Context: an optimization exercise on an open-source flow, tuned for small area, a short achievable clock period and few clock cycles per item. The choices shown serve that exercise and are no tape-out recipe. The RTL was checked by simulation tests, not by an equivalence proof against the original design. No activity file was given, so power comes from the tool's default toggle rates.

## P
Design space_to_depth_address_gen_core, start of the top module:
module space_to_depth_address_gen_core #(
  parameter int unsigned DATA_BITS = 32,
  parameter int unsigned DIM_BITS  = 12,
  parameter int unsigned ADDR_BITS = 24
) (
  input  logic                   clk_i,
  input  logic                   rst_ni,
  input  logic                   psel,
  input  logic                   penable,
  input  logic                   pwrite,
  input  logic [4:0]             paddr,
  input  logic [31:0]            pwdata,
  output logic [31:0]            prdata,
  output logic                   pready,
  input  logic                   in_valid_i,
  output logic                   in_ready_o,
  input  logic [DATA_BITS-1:0]   element_value_i,
  output logic                   out_valid_o,
  input  logic                   out_ready_i,
  output logic [DATA_BITS-1:0]   out_value_o,
  output logic [ADDR_BITS-1:0]   out_address_o,
  output logic                   in_range_o,
  output logic                   last_element_o
);
export LEC_CHECK = 0
export CAP_MARGIN = 20
export CORE_MARGIN = 2
export CORE_UTILIZATION = 55
export SLEW_MARGIN = 20
create_clock -name core_clock -period 10.0 [get_ports {clk_i}]
standard.sh (not shown) runs the stock make flow with config.mk's settings and CLKGATE_MAP_FILE= SYNTH_SCRIPT=/design/flow/synth_recipe.tcl, a recipe that flattens the netlist after the stock synthesis.
==> flow/flow/run.sh <==
#!/bin/bash
# Own layout flow: the standard synthesis (standard.sh synth, unchanged),
# then the standard ORFS layout steps with these changes:
#  - port buffers placed by flow/ports.tcl: a small buffer on each input and
#    a faster one on each output (instead of the resizer's single pick)
#  - timing repair aimed at a larger setup margin
# Each step's output goes to its own log in this folder; ORFS's per-stage
# logs are under orfs/logs/.
set -euo pipefail
MARGIN=${MARGIN:-6.8}
[[ -f flow/params.sh ]] && source flow/params.sh
bash standard.sh synth > synth.log 2>&1
PORTS="$PWD/flow/ports.tcl"
sed 's#"\${@:-finish}"#SETUP_SLACK_MARGIN='"$MARGIN"' DONT_BUFFER_PORTS=1 PRE_GLOBAL_PLACE_TCL='"$PORTS"' "${@:-finish}"#' standard.sh > layout.sh
grep -q "SETUP_SLACK_MARGIN=$MARGIN" layout.sh
bash layout.sh > layout.log 2>&1
==> flow/flow/params.sh <==
MARGIN=6.8
==> flow/flow/ports.tcl <==
# Port buffers (run before global placement, in place of ORFS's buffer_ports)
puts "Perform port buffering (flow/ports.tcl)..."
buffer_ports -inputs -buffer_cell sky130_fd_sc_hd__buf_1
buffer_ports -outputs -buffer_cell sky130_fd_sc_hd__buf_4
Testbench counts of P, summed over its fixed seeds: cycles 53,646, items 52,758.
#### Input delta (Q over P)
- CTS_CLUSTER_DIAMETER newly set to 80
- CTS_CLUSTER_SIZE newly set to 30
[summary]
Q vs P, hold slack went up by 0.010 ns. The run showing the greater share of power burned in the clock network is P. Setup slack: Q less than P. Delta (Q minus P): synthesized area held steady; area of the multi-input gates comparable; total number of vias saw a decrease.
For R, these inputs were changed with respect to Q:
- CORE_UTILIZATION now 70, was 55
- CTS_CLUSTER_SIZE now 25, was 30
diff --git a/flow/flow/run.sh b/flow/flow/run.sh
--- a/flow/flow/run.sh
+++ b/flow/flow/run.sh
@@ -4,2 +4,3 @@
-#  - port buffers placed by flow/ports.tcl: a small buffer on each input and
-#    a faster one on each output (instead of the resizer's single pick)
+#  - port buffers placed by flow/ports.tcl, just before the resizer step: a
+#    buf_1 on each input and a buf_2 on each output (instead of the resizer's
+#    single pick, placed before global placement)
@@ -14 +15 @@
-sed 's#"\${@:-finish}"#SETUP_SLACK_MARGIN='"$MARGIN"' DONT_BUFFER_PORTS=1 PRE_GLOBAL_PLACE_TCL='"$PORTS"' "${@:-finish}"#' standard.sh > layout.sh
+sed 's#"\${@:-finish}"#SETUP_SLACK_MARGIN='"$MARGIN"' DONT_BUFFER_PORTS=1 PRE_RESIZE_TCL='"$PORTS"' "${@:-finish}"#' standard.sh > layout.sh
==> flow/flow/params.sh <==
MARGIN=6.6
==> flow/flow/ports.tcl <==
# Port buffers, placed before the resizer step (after global placement, whose
# timing-driven mode removes buffers), in place of ORFS's buffer_ports
puts "Perform port buffering (flow/ports.tcl)..."
buffer_ports -inputs -buffer_cell sky130_fd_sc_hd__buf_1
buffer_ports -outputs -buffer_cell sky130_fd_sc_hd__buf_2
Notes after the runs:
- R ended with every stage complete and zero timing, DRC or antenna violations.
- Going from Q to R, post-synthesis to final-layout area growth picked up an extra 1.9 points; placer's final routability congestion estimate now larger; number of cell rows decreased 7.
- Compared with Q, R shows a global-route wire length before repair that is about 1.2% higher.
- Relative to Q, via count of the first global-routing pass increased by 920 in R.
- R vs. Q: setup slack of the critical path after layout went down; clock network power went down; synthesis-stage register bit count did not really move.
#### Input delta (S over R)
- changing CORE_UTILIZATION from 70 to 55
==> flow/flow/run.sh <==
#!/bin/bash
# Own layout flow: the standard synthesis (standard.sh synth, unchanged),
# then the standard ORFS layout steps with two extra knobs:
#  - port buffers of a small plain buffer cell instead of the resizer's pick
#  - timing repair aimed at a larger setup margin
# Each step's output goes to its own log in this folder; ORFS's per-stage
# logs are under orfs/logs/.
set -euo pipefail
MARGIN=${MARGIN:-7}
PORTBUF=${PORTBUF:-sky130_fd_sc_hd__buf_2}
[[ -f flow/params.sh ]] && source flow/params.sh
bash standard.sh synth > synth.log 2>&1
sed 's/"\${@:-finish}"/SETUP_SLACK_MARGIN='"$MARGIN"' BUFFER_PORTS_ARGS="-buffer_cell '"$PORTBUF"'" "${@:-finish}"/' standard.sh > layout.sh
grep -q "SETUP_SLACK_MARGIN=$MARGIN" layout.sh
bash layout.sh > layout.log 2>&1
==> flow/flow/params.sh <==
MARGIN=6.8
removed: flow/flow/ports.tcl
### Flow results
S completed every stage of the flow, and the final layout passed the timing, design-rule and antenna checks.
Compared S against R; clock distribution area overhead in the final layout within noise.
Via count: S < R
Looking at critical path's slowest cell, the or4b_4 result is from R; the dfrtp_2 one comes from S.
Taking R as the reference, in S routed wire length rose 5.4%; placed cell count moved up; fill cell instance count of the final layout picked up an extra about 70%; data arrival at the endpoint of the critical path -0.04 ns; share of the cycle needed by the critical path after routing dropped 0.49 points.
[inputs] T vs S
==> flow/flow/run.sh <==
#!/bin/bash
# Own layout flow: the standard synthesis (standard.sh synth, unchanged),
# then the standard ORFS layout steps with these changes:
#  - port buffers placed by flow/ports.tcl: a small buffer on each input and
#    a faster one on each output (instead of the resizer's single pick)
#  - timing repair aimed at a larger setup margin
# Each step's output goes to its own log in this folder; ORFS's per-stage
# logs are under orfs/logs/.
set -euo pipefail
MARGIN=${MARGIN:-6.8}
[[ -f flow/params.sh ]] && source flow/params.sh
bash standard.sh synth > synth.log 2>&1
PORTS="$PWD/flow/ports.tcl"
sed 's#"\${@:-finish}"#SETUP_SLACK_MARGIN='"$MARGIN"' DONT_BUFFER_PORTS=1 PRE_RESIZE_TCL='"$PORTS"' "${@:-finish}"#' standard.sh > layout.sh
grep -q "SETUP_SLACK_MARGIN=$MARGIN" layout.sh
bash layout.sh > layout.log 2>&1
==> flow/flow/ports.tcl (new file) <==
# Port buffers, placed before the resizer step (after global placement, whose
# timing-driven mode removes buffers), in place of ORFS's buffer_ports
puts "Perform port buffering (flow/ports.tcl)..."
buffer_ports -inputs -buffer_cell sky130_fd_sc_hd__buf_1
buffer_ports -outputs -buffer_cell sky130_fd_sc_hd__buf_2
==> summary.txt <==
- The average vias per placed instance was comparable across S and T.
- Comparing T with S, the design area came out essentially unchanged.
- Against S, T comes in 53 um2 lower on instance area after placement.

## re-timing with driven ports
In the flow no input, the clock included, has a driving cell. The finished layouts below were timed again as built, in two steps.
Step 1 sets driving cells, clkbuf_16 on the clock port and buf_2 on the other inputs (assumed; they add their load-dependent delay and slew).
Step 2 adds t to the input delays and takes it off the output delays; t is the mean of the earliest and latest rising clock arrival at the registers after step 1. Input paths then give back, and output paths get back, about the clock's delay inside the block.
Three values: no drivers, after step 1, after step 2; two values: the first two.
run | t, ns | setup slack, ns | clock arrival spread, ns | worst register clock-pin slew, ns
P | 0.560 | 6.710 / 6.666 / 6.105 | 0.021 / 0.021 | 0.06 / 0.06
Q | 0.557 | 6.628 / 6.628 / 6.130 | 0.024 / 0.024 | 0.11 / 0.11
R | 0.538 | 6.595 / 6.595 / 6.169 | 0.025 / 0.025 | 0.10 / 0.10
S | 0.559 | 6.644 / 6.644 / 6.376 | 0.022 / 0.022 | 0.11 / 0.11
T | 0.555 | 6.660 / 6.660 / 6.323 | 0.026 / 0.026 | 0.11 / 0.11
After both steps every run listed still meets setup and hold. For P, which loses most, drivers alone change the setup slack by -0.044 ns; drivers and shift together by -0.605 ns.
